Source: an optimization exercise on an open RTL-to-GDS flow (aim: small area, a short achievable clock period and few clock cycles). Production flows keep margins and buffers that such runs may drop.
Only simulation tests tie the RTL to the original design; equivalence was not proved.

## flow/design.v (module list and top-level ports; edited modules follow where they fit)
// module muldiv_unit_mq: 1011 lines
module muldiv_unit_mq #(
  parameter int XLEN       = 32,
  parameter int HART_ID_W  = 1,
  parameter int REG_ADDR_W = 5
) (
  input  logic                  clk,
  input  logic                  rst_n,
  input  logic                  muldiv_start,
  input  logic [2:0]            muldiv_op,
  input  logic [XLEN-1:0]       muldiv_a,
  input  logic [XLEN-1:0]       muldiv_b,
  input  logic [HART_ID_W-1:0]  muldiv_hart_id,
  input  logic [REG_ADDR_W-1:0] muldiv_rd,
  input  logic                  muldiv_kill,
  input  logic [HART_ID_W-1:0]  muldiv_kill_hart_id,
  output logic                  muldiv_busy,
  output logic                  muldiv_done,
  output logic [XLEN-1:0]       muldiv_result,
  output logic [HART_ID_W-1:0]  muldiv_done_hart_id,
  output logic [REG_ADDR_W-1:0] muldiv_done_rd
);
  // ...
==> flow/run.sh <==
#!/bin/bash
# synth_recipe.tcl (not shown) runs the flow's synth.tcl, then flattens the netlist and writes it again
# the make line also repeats each setting of config.mk as NAME=value (left out here)
make -C /OpenROAD-flow-scripts/flow DESIGN_CONFIG=/design/flow/config.mk WORK_HOME=/design/flow/orfs CLKGATE_MAP_FILE= SYNTH_SCRIPT=/design/flow/synth_recipe.tcl finish
==> flow/config.mk <==
export PLATFORM = sky130hd
export DESIGN_NAME = muldiv_unit_mq
export DESIGN_NICKNAME = muldiv_unit_mq
export VERILOG_FILES = /design/flow/design.v
export SDC_FILE = /design/flow/constraint.sdc
export NUM_CORES = 4
export LEC_CHECK = 0
export CAP_MARGIN = 20
export CORE_MARGIN = 2
export CORE_UTILIZATION = 40
export SETUP_SLACK_MARGIN = 4
export SLEW_MARGIN = 20
==> flow/constraint.sdc <==
create_clock -name core_clock -period 10.0 [get_ports {clk}]
set_input_delay 2.0000 -clock core_clock [delete_from_list [all_inputs] [get_ports {clk}]]
set_output_delay 2.0000 -clock core_clock [all_outputs]
set_load 0.01 [all_outputs]
==> run notes, run 1 <==
Clock Skew: 0.0278 ns
antenna-violating nets left: 0
simple-gate area share of the yosys netlist: 0.158
Syn Area/Cell: 7.86 um^2
r2r worst-path depth: 15
met1 usage: 0.510
initial antenna violation count: 11
cell type taking the most area: multi-input combinational cells
vias in the first global route: 39600
Max Fclk: 151 MHz
Slew Viols, Final: 0
post-synthesis sequential area ratio: 0.187
Synth Area in Compound Gates: 0.286
total of max-cap violations: 0
dpl hpwl: 146 mm
GPL Wtd Cong: 1.08
Final WS setup: 3.39 ns
CTS Buf Count: 38
FFs & Latches: 258
Hold Fails Final Rpt: 0
DRC violations left: 0
DR vias/cell: 6.92
crit path to: muldiv_busy
Slew @ Worst Pin: 1.14 ns
xor-xnor portion of the synthesized cell area: 0.0502
# rows: 114
per-cell routed wire length: 33.4 um
CP Data Arrival Time: 4.61 ns
Layout Cells excl Fill: 6423
Hold Path Origin: frd_q[2]
slowest stage delay, CP: 0.40 ns
Post-synth EDFFs: 215
run status: timing/DRC/antenna clean
largest net degree at the start of global routing: 96
Testbench counts, summed over its fixed seeds: cycles 6,036.
==> run 2, diff against run 1 <==
--- a/flow/design.v
+++ b/flow/design.v
@@ -28,62 +28,84 @@
   logic [3:0]            cnt_q;
   logic [2:0]            op_q;
   logic [HART_ID_W-1:0]  hart_q, fhart_q, dhart_q;
   logic [REG_ADDR_W-1:0] rd_q, frd_q, drd_q;
   logic                  fin_q, fhi_q, done_q;
   logic [31:0]           res_q;
   logic [32:0]           a_q;      
   logic [31:0]           b_q;      
-  logic                  bs_q;     
   logic [63:0]           s_q;      
   logic [63:0]           c_q;      
   logic                  zero_q;   
   logic                  neg_q;    
+  logic                  skip_q;   
   logic kill_cur, last, accept;
   assign kill_cur    = muldiv_kill && (hart_q == muldiv_kill_hart_id);
   assign muldiv_busy = (st_q != ST_IDLE) && !last;
   assign accept      = muldiv_start && !muldiv_busy;
-  logic in_div, in_sgn, sa, sb;
+  logic in_div, in_sgn, sa, sb, sym, a_short, b_short, swap, skip_in;
   logic [31:0] a_abs, b_abs;
   assign in_div = muldiv_op[2];
   assign in_sgn = !muldiv_op[0];                                
-  assign sa     = (muldiv_op == 3'd1) || (muldiv_op == 3'd2);   
-  assign sb     = (muldiv_op == 3'd1);                          
+  assign sa     = (muldiv_op[1:0] != 2'd3);                     
+  assign sb     = !muldiv_op[1];                                
+  assign sym    = (sa == sb);                                   
+  assign a_short = (muldiv_a[31:15] == '0) || (sa && (muldiv_a[31:15] == '1));
+  assign b_short = (muldiv_b[31:15] == '0) || (sb && (muldiv_b[31:15] == '1));
+  assign swap    = sym && a_short && !b_short;
+  assign skip_in = b_short || (sym && a_short);
   assign a_abs  = (in_sgn && muldiv_a[31]) ? (32'd0 - muldiv_a) : muldiv_a;
   assign b_abs  = (in_sgn && muldiv_b[31]) ? (32'd0 - muldiv_b) : muldiv_b;
-  logic [34:0] bx;
+  function automatic logic [26:0] booth(input logic [18:0] bs);
+    for (int j = 0; j < 9; j++) begin
+      booth[3*j+2] = bs[2*j+2];
+      booth[3*j+1] = bs[2*j+1] ^ bs[2*j];
+      booth[3*j]   = (bs[2*j+2] & !bs[2*j+1] & !bs[2*j]) | (!bs[2*j+2] & bs[2*j+1] & bs[2*j]);
+    end
+  endfunction
+  logic [31:0] in_b;
+  logic        in_bs;
+  logic [34:0] in_x;
   logic [18:0] bsel;
+  logic [26:0] bctl_q;
   logic [8:0]  bneg, bone, btwo;
   logic [33:0] pp0, pp1, pp2, pp3, pp4, pp5, pp6, pp7, pp8;
   logic [33:0] ppa [9];
   logic [63:0] acc_s, acc_c, tree_s, tree_c;
-  assign bx   = {bs_q, bs_q, b_q, 1'b0};
-  assign bsel = (st_q == ST_M1) ? {bx[16], bx[16], bx[16:0]} : bx[34:16];
+  assign in_b  = swap ? muldiv_a : muldiv_b;
+  assign in_bs = swap ? (sa && muldiv_a[31]) : (sb && muldiv_b[31]);
+  assign in_x  = {in_bs, in_bs, in_b, 1'b0};
+  always_comb begin
+    if (!accept)      bsel = {b_q[15], b_q[15], b_q[15:0], 1'b0};
+    else if (skip_in) bsel = {in_x[16], in_x[16], in_x[16:0]};
+    else              bsel = in_x[34:16];
+  end
+  always_ff @(posedge clk) bctl_q <= booth(bsel);
   always_comb begin
     for (int j = 0; j < 9; j++) begin
-      bneg[j] = bsel[2*j+2];
-      bone[j] = bsel[2*j+1] ^ bsel[2*j];
-      btwo[j] = (bsel[2*j+2] & !bsel[2*j+1] & !bsel[2*j]) | (!bsel[2*j+2] & bsel[2*j+1] & bsel[2*j]);
+      bneg[j] = bctl_q[3*j+2];
+      bone[j] = bctl_q[3*j+1];
+      btwo[j] = bctl_q[3*j];
       for (int i = 0; i < 34; i++) begin
         ppa[j][i] = ((bone[j] & a_q[(i > 32) ? 32 : i]) | (btwo[j] & ((i > 0) ? a_q[i-1] : 1'b0))) ^ bneg[j];
       end
     end
   end
   assign pp0 = ppa[0];
   assign pp1 = ppa[1];
   assign pp2 = ppa[2];
   assign pp3 = ppa[3];
   assign pp4 = ppa[4];
   assign pp5 = ppa[5];
   assign pp6 = ppa[6];
   assign pp7 = ppa[7];
   assign pp8 = ppa[8];
-  assign acc_s = (st_q == ST_M1) ? {s_q[47:0], 16'd0} : 64'd0;
-  assign acc_c = (st_q == ST_M1) ? {c_q[47:0], 16'd0} : 64'd0;
+  assign acc_s = ((st_q == ST_M1) && !skip_q) ? {s_q[47:0], 16'd0} : 64'd0;
+  assign acc_c = ((st_q == ST_M1) && !skip_q) ? {c_q[47:0], 16'd0} : 64'd0;
   logic fs1, fc2, hs3, hc4, fs5, fc6, fs7, fc8, fs9, fc10, fs11, fc12, fs13, fc14, fs15, fc16, fs17, fc18, fs19, fc20, fs21, fc22, fs23, fc24, fs25, fc26, fs27, fc28, fs29, fc30, fs31, fc32, fs33, fc34, fs35, fc36, fs37, fc38, fs39, fc40, fs41, fc42, fs43, fc44, fs45, fc46, fs47, fc48, fs49, fc50, fs51, fc52, fs53, fc54, fs55, fc56, fs57, fc58, fs59, fc60, fs61, fc62, fs63, fc64, fs65, fc66, fs67, fc68, fs69, fc70, fs71, fc72, hs73, hc74, fs75, fc76, fs77, fc78, hs79, hc80, fs81, fc82, fs83, fc84, fs85, fc86, hs87, hc88, fs89, fc90, hs91, hc92, hs93, hc94, hs95, hc96, fs97, fc98, hs99, hc100, fs101, fc102, hs103, hc104, fs105, fc106, fs107, fc108, hs109, hc110, fs111, fc112, fs113, fc114, hs115, hc116, fs117, fc118, fs119, fc120, fs121, fc122, fs123, fc124, fs125, fc126, fs127, fc128, fs129, fc130, fs131, fc132, fs133, fc134, fs135, fc136, fs137, fc138, fs139, fc140, fs141, fc142, fs143, fc144, fs145, fc146, fs147, fc148, fs149, fc150, fs151, fc152, fs153, fc154, fs155, fc156, fs157, fc158, fs159, fc160, fs161, fc162, fs163, fc164, fs165, fc166, fs167, fc168, fs169, fc170, fs171, fc172, fs173, fc174, fs175, fc176, fs177, fc178, fs179, fc180, fs181, fc182, fs183, fc184, fs185, fc186, fs187, fc188, fs189, fc190, fs191, fc192, fs193, fc194, fs195, fc196, fs197, fc198, fs199, fc200, fs201, fc202, fs203, fc204, fs205, fc206, fs207, fc208, fs209, fc210, fs211, fc212, fs213, fc214, fs215, fc216, fs217, fc218, fs219, fc220, fs221, fc222, fs223, fc224, fs225, fc226, fs227, fc228, fs229, fc230, fs231, fc232, fs233, fc234, fs235, fc236, fs237, fc238, fs239, fc240, fs241, fc242, fs243, fc244, fs245, fc246, fs247, fc248, fs249, fc250, fs251, fc252, fs253, fc254, fs255, fc256, fs257, fc258, fs259, fc260, fs261, fc262, fs263, fc264, hs265, hc266, fs267, fc268, fs269, fc270, fs271, fc272, hs273, hc274, fs275, fc276, hs277, hc278, hs279, hc280, hs281, hc282, fs283, fc284, hs285, hc286, fs287, fc288, hs289, hc290, fs291, fc292, fs293, fc294, fs295, fc296, fs297, fc298, fs299, fc300, fs301, fc302, fs303, fc304, fs305, fc306, fs307, fc308, fs309, fc310, fs311, fc312, fs313, fc314, fs315, fc316, fs317, fc318, fs319, fc320, fs321, fc322, fs323, fc324, fs325, fc326, fs327, fc328, fs329, fc330, fs331, fc332, fs333, fc334, fs335, fc336, fs337, fc338, fs339, fc340, fs341, fc342, fs343, fc344, fs345, fc346, fs347, fc348, fs349, fc350, fs351, fc352, fs353, fc354, fs355, fc356, fs357, fc358, fs359, fc360, fs361, fc362, fs363, fc364, fs365, fc366, fs367, fc368, fs369, fc370, fs371, fc372, fs373, fc374, fs375, fc376, fs377, fc378, fs379, fc380, fs381, fc382, fs383, fc384, fs385, fc386, fs387, fc388, fs389, fc390, fs391, fc392, fs393, fc394, fs395, fc396, fs397, fc398, fs399, fc400, fs401, fc402, fs403, fc404, fs405, fc406, fs407, fc408, fs409, fc410, fs411, fc412, fs413, fc414, fs415, fc416, fs417, fc418, fs419, fc420, fs421, fc422, fs423, fc424, fs425, fc426, fs427, fc428, fs429, fc430, fs431, fc432, fs433, fc434, fs435, fc436, hs437, hc438, fs439, fc440, hs441, hc442, hs443, hc444, hs445, hc446, fs447, fc448, fs449, fc450, fs451, fc452, fs453, fc454, fs455, fc456, fs457, fc458, fs459, fc460, fs461, fc462, fs463, fc464, fs465, fc466, fs467, fc468, fs469, fc470, fs471, fc472, fs473, fc474, fs475, fc476, fs477, fc478, fs479, fc480, fs481, fc482, fs483, fc484, fs485, fc486, fs487, fc488, fs489, fc490, fs491, fc492, fs493, fc494, fs495, fc496, fs497, fc498, fs499, fc500, fs501, fc502, fs503, fc504, fs505, fc506, fs507, fc508, fs509, fc510, fs511, fc512, fs513, fc514, fs515, fc516, fs517, fc518, fs519, fc520, fs521, fc522, fs523, fc524, fs525, fc526, fs527, fc528, fs529, fc530, fs531, fc532, fs533, fc534, hs535, hc536, hs537, hc538, hs539, hc540, hs541, hc542, hs543, hc544, hs545, hc546, hs547, hc548, hs549, hc550, hs551, hc552, hs553, hc554, hs555, hc556, hs557, hc558, hs559, hc560, hs561, hc562, hs563, hc564, hs565, hc566, fs567, fc568, fs569, fc570, fs571, fc572, fs573, fc574, fs575, fc576, fs577, fc578, fs579, fc580, fs581, fc582, fs583, fc584, fs585, fc586, fs587, fc588, fs589, fc590, fs591, fc592, fs593, fc594, fs595, fc596, fs597, fc598, fs599, fc600, fs601, fc602, fs603, fc604, fs605, fc606, fs607, fc608, fs609, fc610, fs611, fc612, fs613, fc614, fs615, fc616, fs617, fc618, fs619, fc620, fs621, fc622, fs623, fc624, fs625, fc626, fs627, fc628, fs629, fc630, fs631, fc632, fs633, fc634, fs635, fc636, fs637, fc638, fs639, fc640, fs641, fc642, fs643, fc644, fs645, fc646, fs647, fc648, fs649, fc650, fs651, fc652, fs653, fc654, fs655, fc656, fs657, fc658, fs659, fc660, fs661, fc662, fs663, fc664, fs665, fc666, fs667, fc668, fs669, fc670, fs671, fc672, fs673, fc674, fs675, fc676, fs677, fc678, fs679, fc680, fs681, fc682, fs683, fc684, fs685, fc686;
   assign fs1 = acc_s[16] ^ acc_c[16] ^ pp0[16];
   assign fc2 = (acc_s[16] & acc_c[16]) | (acc_s[16] & pp0[16]) | (acc_c[16] & pp0[16]);
   assign hs3 = pp1[14] ^ pp2[12];
   assign hc4 = pp1[14] & pp2[12];
   assign fs5 = acc_s[17] ^ acc_c[17] ^ pp0[17];
   assign fc6 = (acc_s[17] & acc_c[17]) | (acc_s[17] & pp0[17]) | (acc_c[17] & pp0[17]);
   assign fs7 = pp1[15] ^ pp2[13] ^ pp3[11];
@@ -889,29 +911,40 @@
   assign tree_s[60] = fs679;
   assign tree_c[60] = fc678;
   assign tree_s[61] = fs681;
   assign tree_c[61] = fc680;
   assign tree_s[62] = fs683;
   assign tree_c[62] = fc682;
   assign tree_s[63] = fs685;
   assign tree_c[63] = fc684;
-  function automatic logic [5:0] bitlen(input logic [31:0] v);
-    bitlen = '0;
-    for (int i = 0; i < 32; i++) if (v[i]) bitlen = 6'(i + 1);
+  function automatic logic [4:0] clz(input logic [31:0] v);
+    logic [15:0] v16;
+    logic [7:0]  v8;
+    logic [3:0]  v4;
+    logic [1:0]  v2;
+    clz[4] = (v[31:16] == '0);
+    v16    = clz[4] ? v[15:0] : v[31:16];
+    clz[3] = (v16[15:8] == '0);
+    v8     = clz[3] ? v16[7:0] : v16[15:8];
+    clz[2] = (v8[7:4] == '0);
+    v4     = clz[2] ? v8[3:0] : v8[7:4];
+    clz[1] = (v4[3:2] == '0);
+    v2     = clz[1] ? v4[1:0] : v4[3:2];
+    clz[0] = !v2[1];
   endfunction
-  logic [5:0] la, lb;
-  logic [6:0] sh;
-  logic [5:0] sh2;
+  logic [4:0] za, zb;
+  logic [5:0] sh;
+  logic [4:0] sh2;
   logic       early;
-  assign la    = bitlen(b_q);           
-  assign lb    = bitlen(a_q[31:0]);     
-  assign sh    = {1'b0, la} - {1'b0, lb};
-  assign early = zero_q || sh[6];
-  assign sh2   = sh[5:0] + {5'd0, !sh[0]};
+  assign za    = clz(b_q);              
+  assign zb    = clz(a_q[31:0]);        
+  assign sh    = {1'b0, zb} - {1'b0, za};
+  assign early = zero_q || sh[5];
+  assign sh2   = sh[4:0] | 5'd1;
   logic [33:0] d1, d2;
   logic        q1, q0;
   logic [32:0] r1, r2;
   assign d1 = {1'b0, s_q[32:0]} - {1'b0, a_q};
   assign q1 = !d1[33];
   assign r1 = q1 ? d1[32:0] : s_q[32:0];
   assign d2 = {1'b0, r1} - {2'b0, a_q[32:1]};
   assign q0 = !d2[33];
@@ -922,90 +955,85 @@
       dq = zero_q ? '1 : '0;
       dr = b_q;
     end else begin
       dq = {b_q[29:0], q1, q0};
       dr = r2[31:0];
     end
     dsel = op_q[1] ? dr : dq;
   end
+  logic        div_mode;
+  logic [63:0] s_div;
+  assign div_mode = (st_q == ST_NORM) || (st_q == ST_DIV);
+  always_comb begin
+    if (last)                 s_div = {neg_q ? ~dsel : dsel, 32'hFFFF_FFFF};
+    else if (st_q == ST_NORM) s_div = {31'd0, 1'b0, b_q};
+    else                      s_div = {31'd0, r2};
+  end
   always_comb begin
     case (st_q)
       ST_M1:   last = 1'b1;
       ST_NORM: last = early;
       ST_DIV:  last = (cnt_q == '0);
       default: last = 1'b0;
     endcase
   end
   always_ff @(posedge clk or negedge rst_n) begin
     if (!rst_n) begin
       st_q   <= ST_IDLE;
       fin_q  <= 1'b0;
       done_q <= 1'b0;
     end else begin
       fin_q  <= (st_q != ST_IDLE) && last && !kill_cur;
       done_q <= fin_q && !(muldiv_kill && (fhart_q == muldiv_kill_hart_id));
-      if (accept)                 st_q <= in_div ? ST_NORM : ST_M0;
+      if (accept)                 st_q <= in_div ? ST_NORM :
+                                         skip_in ? ST_M1 : ST_M0;
       else if (last || kill_cur)  st_q <= ST_IDLE;
       else if (st_q == ST_M0)     st_q <= ST_M1;
       else if (st_q == ST_NORM)   st_q <= ST_DIV;
     end
   end
   logic [63:0] psum;
   assign psum = s_q + c_q;
   always_ff @(posedge clk) begin
     res_q   <= fhi_q ? psum[63:32] : psum[31:0];
     dhart_q <= fhart_q;
     drd_q   <= frd_q;
-    if ((st_q != ST_IDLE) && last) begin
-      fhart_q <= hart_q;
-      frd_q   <= rd_q;
-      fhi_q   <= (op_q != 3'd0);
-    end
+    fhart_q <= hart_q;
+    frd_q   <= rd_q;
+    fhi_q   <= (op_q != 3'd0);
+    cnt_q   <= cnt_q - 4'd1;
+    s_q     <= div_mode ? s_div : tree_s;
+    c_q     <= div_mode ? {63'd0, neg_q} : tree_c;
     case (st_q)
-      ST_M0, ST_M1: begin
-        s_q <= tree_s;
-        c_q <= tree_c;
-      end
       ST_NORM: begin
         cnt_q <= sh2[4:1];
         a_q   <= {1'b0, a_q[31:0]} << sh2[4:0];
-        s_q   <= {31'd0, b_q};
         b_q   <= '0;
-        if (early) begin
-          s_q <= {neg_q ? ~dsel : dsel, 32'hFFFF_FFFF};
-          c_q <= {63'd0, neg_q};
-        end
       end
       ST_DIV: begin
-        cnt_q <= cnt_q - 4'd1;
         a_q   <= {2'b0, a_q[32:2]};
-        s_q   <= {31'd0, r2};
         b_q   <= {b_q[29:0], q1, q0};
-        if (cnt_q == '0) begin
-          s_q <= {neg_q ? ~dsel : dsel, 32'hFFFF_FFFF};
-          c_q <= {63'd0, neg_q};
-        end
       end
       default: ;
     endcase
     if (accept) begin
       op_q   <= muldiv_op;
       hart_q <= muldiv_hart_id;
       rd_q   <= muldiv_rd;
-      bs_q   <= sb && muldiv_b[31];
+      skip_q <= skip_in;
       zero_q <= (muldiv_b == '0);
       if (in_div) begin
         neg_q <= in_sgn && (muldiv_op[1] ? muldiv_a[31]
                                          : ((muldiv_a[31] ^ muldiv_b[31]) && (muldiv_b != '0)));
         a_q   <= {1'b0, b_abs};
         b_q   <= a_abs;
       end else begin
-        a_q   <= {sa && muldiv_a[31], muldiv_a};
-        b_q   <= muldiv_b;
+        a_q   <= swap ? {sb && muldiv_b[31], muldiv_b} : {sa && muldiv_a[31], muldiv_a};
+        b_q   <= swap ? muldiv_a : muldiv_b;
       end
     end
   end
   assign muldiv_done         = done_q && !(muldiv_kill && (dhart_q == muldiv_kill_hart_id));
   assign muldiv_result       = res_q;
   assign muldiv_done_hart_id = dhart_q;
   assign muldiv_done_rd      = drd_q;
 endmodule
==> flow/config.mk (replaced) <==
export PLATFORM = sky130hd
export DESIGN_NAME = muldiv_unit_mq
export DESIGN_NICKNAME = muldiv_unit_mq
export VERILOG_FILES = /design/flow/design.v
export SDC_FILE = /design/flow/constraint.sdc
export NUM_CORES = 4
export LEC_CHECK = 0
export CAP_MARGIN = 20
export CORE_MARGIN = 2
export CORE_UTILIZATION = 40
export SETUP_SLACK_MARGIN = 5
export SLEW_MARGIN = 20
==> run 2 against run 1 <==
Compared with the run above:
- still clean on timing, DRC and antenna
- setup slack improved by 0.51 ns
- final area shrank 4.0%
- core utilization is 0.81 points higher
- clock skew grew 0.0076 ns
- area after synthesis shrank 5.8%
- synthesized cell count fell by 8.7%
- register-to-register slack better by 0.11 ns
- maximum frequency up 8.3%
- via count decreased by 16%
==> run notes, run 2 <==
DR vias/cell: 6.34 (-8.3%)
dpl cells: 5584
delay-heaviest family, CP: compound AO/OA/AOI/OAI gates
Slew Viols, Final: 0 (unchanged)
Finished Core Util: 0.503
vias in the first global route: 35300 (-11%)
Worst setup SP type: register
Top Registers: s_q: 64 flops, c_q: 63 flops, a_q: 33 flops
1st-pass router iterations: 6
Crit path required time: 10.42 ns
CTS tree: done
fin area: 46100 um^2
Worst Path Buf+Inv: 5
count leader, synth: nand2_1
CTS sink count: 284
All-Layer GR Usage: 0.342
post-synthesis sequential area ratio: 0.175 (-0.0117)
Die X: 308 um
Total Routed Length: 171 mm
synth top area cells: fa_1 15%, dfxtp_1 11%, xnor2_1 8.1%
Hold Fails Final Rpt: 0 (unchanged)
Die Area: 94900 um^2
Post-synth EDFFs: 77 (-64%)
core area: 91700 um^2
GPL Wtd Cong: 1.01 (-6.8%)
Reg with most FFs: s_q
nets: 5243
Seq cells post-synth: 284
worst-path fanout max: 5
commonest non-fill, non-tap cell in the layout: nand2_1
CP most frequent cell: inv_1
main flop type after synthesis: dfxtp_1
Layout Cells excl Fill: 5906 (-8.0%)
per-cell routed wire length: 29.0 um (-13%)
CP max-delay cell: edfxtp_1
Post-Syn Instances: 4562
clock-pin slew on the worst setup and hold paths: 0.06 ns
net count after synthesis: 5116
kind of critical path: reg2reg
global-route wire length before repair: 241 mm
CP Data Arrival Time: 6.52 ns (+1.91 ns)
total of max-cap violations: 0 (unchanged)
Synth top area share: 0.152
max reg flops: 64
# rows: 111 (-2.6%)
run status: timing/DRC/antenna clean
Slew headroom: 0.310
Slew @ Worst Pin: 1.03 ns (-0.104 ns)
endpoints failing setup: 0
worst hold path class: reg2reg
post-synth top area cell: fa_1
synthesized area: 37000 um^2
Root Buffer: clkbuf_16
YS warnings: 2
largest net degree at the start of global routing: 95 (-1.0%)
area delta synth->final: 24.6%
layout cells sized above 1: 0.191
global route overflow: 0
dpl hpwl: 115 mm (-21%)
worst-skew pair later-pin latency: 0.61 ns
DP Area: 39400 um^2
hold-fix buffers at CTS: 0
most frequent cells in the layout: 385 x nand2_1, 353 x inv_1, 331 x xnor2_1, 311 x a21oi_1, 277 x fa_1
final worst path period share: 0.610
initial antenna violation count: 8 (-3)
Port Buf Inserts: 117
starting DRC count in detailed routing: 5260
Clock Skew: 0.0354 ns (+0.00763 ns)
Boundary Pins: 118
total number of H-tree levels: 2
die height: 308 um
Syn Area/Cell: 8.11 um^2 (+3.1%)
Setup crit end kind: register
Initial Util: 0.403
Unique masters post-synth: 92
CTS Buf Count: 39 (+2.6%)
final setup TNS: 0 ns
antenna-violating nets left: 0 (unchanged)
CTS max path bufs: 3
Max Fclk: 164 MHz (+8.3%)
Synth top cells by count: 398 x nand2_1, 383 x inv_1, 374 x a21oi_1
async set-reset flop share out of synthesis: 0.0176
Vias: 37500
minimum clock period: 6.10 ns
RSZ-0062 raised after global routing: true
slowest stage delay, CP: 0.51 ns (+0.11 ns)
DRC violations left: 0 (unchanged)
run 2: changes by cell type after synthesis, sizes merged, moves of 153 or more:
cell and change:
clkbuf -153, dfxtp +164, o21ai -170, nor2 -173, a221oi -183, xnor2 +214
run 2: path summary, 6_finish.rpt:
check                      slack, ns  depth (start not counted)     start        to
max                             3.90                         27    a_q[9]   s_q[52]
min                             0.33                          0  frd_q[0]  drd_q[0]
max reg2reg                     3.90                         27    a_q[9]   s_q[52]
min reg2reg                     0.33                          0  frd_q[0]  drd_q[0]
max in group asynchronous       8.16                          1     rst_n   st_q[2]
min in group asynchronous       1.63                          1     rst_n     fin_q
run 2: layout make-up:
type / count / area [um^2]
fillers: 8596 / 45600
multi-input cells: 3517 / 30100
flip-flops and latches: 284 / 6510
repair buffers: 458 / 5030
inverters: 388 / 1540
well taps: 1186 / 1480
clock buffers: 52 / 1110
clock inverters: 19 / 285
repair inverters: 1 / 7.51
diodes: 1 / 2.50
run 2: metal layers:
layer  GRT usage  part of all wire  up-vias
li1            -                 -    16100
met1       0.436              0.37    18000
met2       0.517              0.42     2618
met3      0.0880              0.12      723
met4       0.210             0.084       14
met5           0           0.00049        -
run 2: per-stage QoR:
step           hold WS, ns  setup slack [ns]
6_report             0.326              3.90
5_1_grt              0.331              3.79
4_1_cts              0.329              4.11
3_5_place_dp         0.316              2.13
3_3_place_gp         0.311              2.17
2_1_floorplan        0.310              4.65
run 2: repair_timing:
action,in CTS,in global routing
gates cloned,25,11
gates resized for setup,275,342
pin swaps,48,144
hold endpoints to repair,0,0
setup buffers,117,97
setup endpoints to repair,224,207
run 2: kinds of logic after synthesis:
logic type               after synthesis  synth area share
AO/OA/AOI/OAI                       1323             0.233
XOR/XNOR                             521             0.124
adder cells (fa/ha/maj)              476             0.218
buffers and inverters                764            0.0798
flip-flops                           284             0.175
multiplexers                          91            0.0281
AND/OR/NAND/NOR                     1103             0.143
Testbench counts of run 2, summed over its fixed seeds: cycles 5,402.
==> run 3, diff against run 2 <==
--- a/flow/config.mk
+++ b/flow/config.mk
@@ -7,2 +7,3 @@
 export LEC_CHECK = 0
+export ABC_AREA = 1
 export CAP_MARGIN = 20
==> run 3 against run 2 <==
Compared with the run above:
- wire length rose by 11%
- setup slack better by 0.31 ns
- sequential share of layout area rose by 0.28 points
- clock-buffer cell count rose by 4
- hold slack worse by 0.0024 ns
- core utilization fell by 1.3 points
- clock skew fell by 0.0040 ns
- critical path type is now reg2out
==> run notes, run 3 <==
Slew headroom: 0.354 (+0.0443)
Clock Skew: 0.0315 ns (-0.00396 ns)
Slew Viols, Final: 0 (unchanged)
minimum clock period: 5.79 ns (-0.308 ns)
YS warnings: 2 (unchanged)
DR vias/cell: 5.96 (-6.0%)
post-synth top area cell: fa_1
endpoints failing setup: 0 (unchanged)
synth top area cells: fa_1 15%, nand2_1 11%, dfxtp_1 11%
die height: 309 um (+0.37%)
Port Buf Inserts: 117 (unchanged)
antenna-violating nets left: 0 (unchanged)
net count after synthesis: 6002 (+17%)
worst-skew pair later-pin latency: 0.61 ns (about the same)
Setup crit end kind: output pin
Boundary Pins: 118 (unchanged)
Unique masters post-synth: 61 (-34%)
Synth top cells by count: 1091 x nand2_1, 804 x inv_1, 465 x o21ai_0
RSZ-0062 raised after global routing: true
total number of H-tree levels: 2 (unchanged)
Post-synth EDFFs: 77 (unchanged)
most frequent cells in the layout: 1016 x nand2_1, 783 x inv_1, 386 x o21ai_0, 383 x nor2_1, 345 x xor2_1
final setup TNS: 0 ns (unchanged)
global route overflow: 0 (unchanged)
nets: 6168 (+18%)
Die X: 309 um (+0.37%)
Max Fclk: 173 MHz (+5.3%)
CTS Buf Count: 39 (unchanged)
Top Registers: s_q: 64 flops, c_q: 63 flops, a_q: 33 flops
Final WS setup: 4.21 ns (+0.308 ns)
Vias: 41100 (+9.7%)
starting DRC count in detailed routing: 5501 (+4.6%)
Synth top area share: 0.150 (-0.00113)
dpl hpwl: 140 mm (+22%)
worst-path fanout max: 5 (unchanged)
Root Buffer: clkbuf_16
1st-pass router iterations: 7 (+1)
CTS max path bufs: 3 (unchanged)
Initial Util: 0.405 (+0.00182)
initial antenna violation count: 10 (+2)
Slew @ Worst Pin: 0.967 ns (-0.0676 ns)
total of max-cap violations: 0 (unchanged)
DRC violations left: 0 (unchanged)
Seq cells post-synth: 284 (unchanged)
CTS sink count: 284 (unchanged)
Reg with most FFs: s_q
Syn Area/Cell: 6.84 um^2 (-16%)
DP Area: 39600 um^2 (+0.62%)
All-Layer GR Usage: 0.391 (+0.0494)
Die Area: 95600 um^2 (+0.74%)
Hold Path Cell Cnt: 0 (unchanged)
Post-Syn Instances: 5448 (+19%)
Fin Hold WS: 0.324 ns (-0.00239 ns)
post-synthesis sequential area ratio: 0.174 (-0.00131)
final worst path period share: 0.579 (-0.0308)
vias in the first global route: 38900 (+10%)
max reg flops: 64 (unchanged)
largest net degree at the start of global routing: 77 (-19%)
kind of critical path: reg2out
reg2reg start: a_q[25]
CTS tree: done
commonest non-fill, non-tap cell in the layout: nand2_1
# rows: 111 (unchanged)
global-route wire length before repair: 271 mm (+13%)
core area: 91900 um^2 (+0.30%)
area delta synth->final: 20.9%
main flop type after synthesis: dfxtp_1
dpl ws: 2.67 ns (+0.546 ns)
Critical Path Start: b_q[19]
r2r worst-path depth: 35 (+30%)
Finished Core Util: 0.490 (-0.0127)
run status: timing/DRC/antenna clean
async set-reset flop share out of synthesis: 0.0176 (unchanged)
crit path to: muldiv_busy
synthesized area: 37300 um^2 (+0.75%)
per-cell routed wire length: 27.6 um (-4.7%)
layout cells sized above 1: 0.141 (-0.0499)
worst hold path class: reg2reg
Crit path required time: 8.00 ns (-2.42 ns)
flop-to-flop setup slack: 4.58 ns (+0.68 ns)
clock-pin slew on the worst setup and hold paths: 0.06 ns (about the same)
CP Data Arrival Time: 3.79 ns (-2.73 ns)
Critical R2R Capture: s_q[47]
Worst setup SP type: register
fin area: 45100 um^2 (-2.2%)
GPL Wtd Cong: 1.06 (+5.3%)
count leader, synth: nand2_1
Hold Fails Final Rpt: 0 (unchanged)
Total Routed Length: 190 mm (+11%)
[run 3: cell types whose count changed after synthesis, sizes merged, moves of 68 or more]
cell,delta
and3,-94
o21ai,+271
a21oi,-73
and2,-68
a211oi,-83
xor2,+170
nor2,+182
o22ai,+251
nand2,+707
a22oi,-283
nand3,+240
xnor2,-308
clkbuf,-82
inv,+427
[run 3: cells by family after synthesis]
group	Yosys count	share of synthesized area
simple gates	1953	0.218
buf+inv	1123	0.116
fa+ha+maj	476	0.216
mux	2	0.000604
compound gates	1227	0.185
xor+xnor	383	0.0900
flops	284	0.174
[run 3: what timing repair did]
item | in CTS | in global routing
setup buffers | 126 | 51
setup endpoints to repair | 222 | 225
hold buffers | 0 | 0
pin swaps | 94 | 94
resized for setup | 431 | 224
cloned | 9 | 5
[run 3: how the worst min path moves through the flow]
stage / end / start / slack [ns]
2_1_floorplan: drd_q[0] / frd_q[0] / 0.31
3_3_place_gp: drd_q[3] / frd_q[3] / 0.31
3_5_place_dp: drd_q[0] / frd_q[0] / 0.31
4_1_cts: drd_q[0] / frd_q[0] / 0.33
5_1_grt: drd_q[1] / frd_q[1] / 0.33
6_report: drd_q[4] / frd_q[4] / 0.32
[run 3: critical path: stages (launching register included)]
cell and delay [ns]:
edfxtp_1 0.43, nor2_1 0.16, nand2_2 0.11, nor2_4 0.18
buf_4 0.14, buf_6 0.09, nand3_1 0.07, nand2_1 0.08
inv_1 0.05, nand2_2 0.07, nor2_4 0.06, nand3_2 0.06
nand2_2 0.07, nor2_4 0.18, nand3_2 0.10, nand2_2 0.09
inv_2 0.04, nor2_4 0.17, inv_2 0.07, ha_4 0.16
a21oi_4 0.17, nor2_4 0.05, a2111oi_4 0.22, nand2_2 0.12
nand4_4 0.10, inv_2 0.05, buf_6 0.11
[run 3: area by class of cell]
type	count	area [um^2]
Multi-Input combinational cell	4047	28600
Antenna cell	6	15.0
Tap cell	1243	1560
Inverter	841	3250
Sequential cell	284	6490
Clock inverter	14	198
Timing Repair inverter	3	23.8
Timing Repair Buffer	398	3780
Fill cell	9507	46900
Clock buffer	56	1090
[run 3: metal layers]
metal	track usage	vias up	wire length [um]
met1	0.506	19700	74000
met3	0.110	602	22600
met5	0	-	48
met4	0.275	8	16500
li1	-	18100	-
met2	0.561	2621	77000
[run 3: through the flow]
| stage | std cells |
|---|---|
| after floorplan | 5448 |
| after global placement | 6625 |
| after detailed placement | 6625 |
| after CTS | 6830 |
| after global routing | 6890 |
| final | 6892 |

[separate check: timing with driven ports]
The results above use ideal ports. As a check the final layouts listed here were re-extracted and re-timed, cells and wires unchanged.
Step 1 assumes that a clkbuf_16 drives the clock port and a buf_2 every other input.
Step 2 adds t to the input delays and takes it off the output delays; t is the mean of the earliest and latest rising clock arrival at the registers after step 1. Input paths then give back, and output paths get back, about the clock's delay inside the block.
Three values: ideal ports, drivers, drivers and shift; two values: the first two.
run | t, ns | setup WS [ns] | hold slack, ns | worst setup path after step 2 | clock arrival spread, ns
run 1 | 0.692 | 3.393 / 3.315 / 3.786 | 0.337 / 0.337 / 0.337 | register to register | 0.027 / 0.028
run 2 | 0.658 | 3.900 / 3.900 / 3.900 | 0.326 / 0.326 / 0.326 | register to register | 0.036 / 0.036
run 3 | 0.667 | 4.208 / 4.133 / 4.579 | 0.324 / 0.324 / 0.324 | register to register | 0.032 / 0.031
After both steps setup and hold are still met in every run listed.
